This is an optimization exercise on Yosys and OpenROAD, whose aim is small area, a short achievable clock period and few clock cycles per item, not a production implementation. No activity file was given, so power comes from the tool's default toggle rates.

// mapu_nxn
module mapu_nxn
#(
  parameter int DATA_WIDTH = 16,
  parameter int N          = 4,
  parameter int SATURATE   = 0
) (
  input  logic                     clk,
  input  logic                     reset_n,
  input  logic                     i_en,
  input  logic [1:0]               i_op,
  output logic                     o_of,
  input  logic                     i_vld,
  output logic                     o_rdy,
  input  logic [N*DATA_WIDTH-1:0]  i_row,
  output logic                     o_vld,
  input  logic                     i_rdy,
  output logic [N*DATA_WIDTH-1:0]  o_row
);
  localparam int DW = DATA_WIDTH;
  localparam int RW = N * DW;
  localparam int IW = $clog2(N);
  localparam logic [IW-1:0] LAST = IW'(N - 1);
  logic [RW-1:0] a_q [N];
  logic [RW-1:0] c_q [N];
  logic [RW-1:0] r_q;
  logic [DW-1:0] ae_q [N];    
  logic [RW-1:0] ae_lanes;
  logic          selt_q;      
  logic          selc_q;      
  logic          sela_q;      
  logic          sub_q;       
  logic [N-1:0]  of_q;        
  logic [IW:0]   in_cnt_q, in_cnt_d;    
  logic [1:0]    in_op_q, in_op_d;
  logic          r_vld_q, r_vld_d;
  logic [IW-1:0] r_k_q, r_k_d;
  logic [1:0]    r_op_q, r_op_d;
  logic [IW-1:0] pass_q, pass_d;        
  logic          t_pend_q, t_pend_d;    
  logic          c_own_q, c_own_d;      
  logic          c_vld_q, c_vld_d;      
  logic [IW-1:0] out_q, out_d;
  logic          rdy_q, rdy_d;
  logic in_a, take, deliver, c_free, step, copy, r_mul, r_last, op_done, a_shift;
  logic take_dp, shift_dp, c_free_dp, step_dp, copy_dp, c_en_dp, a_en_dp;
  ...
Size: ~3600 cells after synthesis, about 620 flip-flops, about 140 I/O pins, about 42000 um^2 of cells after synthesis.
clock: 16.0 ns
lec_check: 0
cap_margin: 20
core_margin: 2
core_utilization: 60
slew_margin: 20
standard.sh (not shown) runs the stock make flow with config.mk's settings and CLKGATE_MAP_FILE= SYNTH_SCRIPT=/design/flow/synth_recipe.tcl, a recipe that flattens the netlist after the stock synthesis.
==> flow/flow/run.sh <==
#!/bin/bash
# Standard ORFS layout (the standard.sh) with two changes: repair_timing aims at a setup
# margin of 11 ns under the design's SDC, and the port buffers are buf_2 cells.
bash standard.sh SETUP_SLACK_MARGIN=11 "BUFFER_PORTS_ARGS=-buffer_cell sky130_fd_sc_hd__buf_2" finish > standard.log 2>&1
Next try:
- CAP_MARGIN: 20 -> 40
- SLEW_MARGIN: 20 -> 40
Worst hold slack improves by 0.015 ns. Worst setup slack improves by 0.029 ns. Global-route usage barely changes. Clock-buffer cell count goes up by 9. Wire length goes up by about 0.5%. Sequential share of layout area hardly moves. Synthesized area stays the same. Synthesized cell count does not change. Core utilization stays flat.
No functional check of the RTL was part of any run of this note.

Another version of the RTL of mapu_nxn (not shown whole).
For scale: ~630 flip-flops, about 140 I/O pins.
Settings: LEC_CHECK=0, CAP_MARGIN=20, CORE_MARGIN=2, CORE_UTILIZATION=65, SLEW_MARGIN=20; clock period 16.0 ns.
Scripts as last shown in full above: flow/flow/run.sh
Rerun with:
Settings changed: CAP_MARGIN 20 to 40, CORE_UTILIZATION 65 to 60, SLEW_MARGIN 20 to 40.
Outcome: Power rises by a few percent. Fmax is about the same. Via count falls slightly. Final cell count rises slightly. Cell area rises slightly. Critical path depth rises by 3. Core utilization falls by 5.4 points. First-iteration DRC count rises slightly. Sequential power barely changes.
Rerun with:
Settings changed: CAP_MARGIN 40 to 20, CORE_UTILIZATION 60 to 55, SLEW_MARGIN 40 to 20.
Utilization came out lower by 5.8 points.
Wire length rises by 0.44%.
Worst hold slack loses 0.0076 ns.
Non-clock buffer count falls by 5.
Function was not checked in any run of this note: the RTL went through the layout flow alone.

Another version of the RTL of mapu_nxn (not shown whole).
Size in the first run: ~0.042 mm^2 of cells after synthesis.
Design mapu_nxn, start of the top module:
module mapu_nxn
#(
  parameter int DATA_WIDTH = 16,
  parameter int N          = 4,
  parameter int SATURATE   = 0
) (
  input  logic                     clk,
  input  logic                     reset_n,
  input  logic                     i_en,
  input  logic [1:0]               i_op,
  output logic                     o_of,
  input  logic                     i_vld,
  output logic                     o_rdy,
  input  logic [N*DATA_WIDTH-1:0]  i_row,
  output logic                     o_vld,
  input  logic                     i_rdy,
  output logic [N*DATA_WIDTH-1:0]  o_row
);
==> flow/config.mk <==
export PLATFORM = sky130hd
export DESIGN_NAME = mapu_nxn
export DESIGN_NICKNAME = mapu_nxn
export VERILOG_FILES = /design/flow/design.v
export SDC_FILE = /design/flow/constraint.sdc
export NUM_CORES = 4
export LEC_CHECK = 0
export CAP_MARGIN = 20
export CORE_MARGIN = 2
export CORE_UTILIZATION = 60
export SLEW_MARGIN = 20
==> flow/constraint.sdc <==
create_clock -name core_clock -period 16.0 [get_ports {clk}]
set_input_delay 3.2000 -clock core_clock [delete_from_list [all_inputs] [get_ports {clk}]]
set_output_delay 3.2000 -clock core_clock [all_outputs]
set_load 0.01 [all_outputs]
==> flow/flow/run.sh <==
#!/bin/bash
# Standard ORFS layout (the standard.sh) with two changes: repair_timing aims at a setup
# margin of 10.6 ns under the design's SDC, and the port buffers are buf_2 cells.
bash standard.sh SETUP_SLACK_MARGIN=10.6 "BUFFER_PORTS_ARGS=-buffer_cell sky130_fd_sc_hd__buf_2" finish > standard.log 2>&1
Rerun with:
==> flow/flow/run.sh (replaced) <==
#!/bin/bash
# Standard ORFS layout (the standard.sh) with two changes: repair_timing aims at a setup
# margin of 11 ns under the design's SDC, and the port buffers are buf_2 cells.
bash standard.sh SETUP_SLACK_MARGIN=11 "BUFFER_PORTS_ARGS=-buffer_cell sky130_fd_sc_hd__buf_2" finish > standard.log 2>&1
Effect: Register-to-register slack is better by 0.13 ns. Global-route usage grows by 2.1 points. Sequential power barely changes. Count of clock-buffer cells in the layout goes down by 10. Combinational power went up by roughly a tenth.
No run of this note included a check of the RTL's function; only the layout flow was run.

==> separate check: timing with driven ports <==
Ports are ideal in the flow. The routed layouts listed here were re-timed in OpenROAD.
Step 1: set_driving_cell puts a clkbuf_16 on clk and a buf_2 on each other input, an assumption about the parent block.
Step 2 adds t to the input delays and takes it off the output delays; t is the mean of the earliest and latest rising clock arrival at the registers after step 1. Input paths then give back, and output paths get back, about the clock's delay inside the block.
Three values: no drivers, after step 1, after step 2; two values: the first two.
run	shift t [ns]	setup WS [ns]	worst slew at a driven data input, ns	pins driven straight from the clock port
the first run of note 1	0.695	10.984 / 10.948 / 10.414	0.07	1
the second run of note 1	0.686	11.013 / 10.986 / 10.426	0.07	1
the first run of note 2	0.675	10.532 / 10.532 / 10.319	0.07	1
the second run of note 2	0.692	10.545 / 10.545 / 10.423	0.16	1
the third run of note 2	0.672	10.548 / 10.548 / 10.482	0.08	1
the first run of note 3	0.672	10.584 / 10.604 / 9.932	0.14	1
the second run of note 3	0.676	10.792 / 10.792 / 10.421	0.10	1
After both steps setup and hold are still met in every run listed. For the first run of note 3, which loses most, drivers alone change the setup slack by +0.020 ns; drivers and shift together by -0.652 ns.
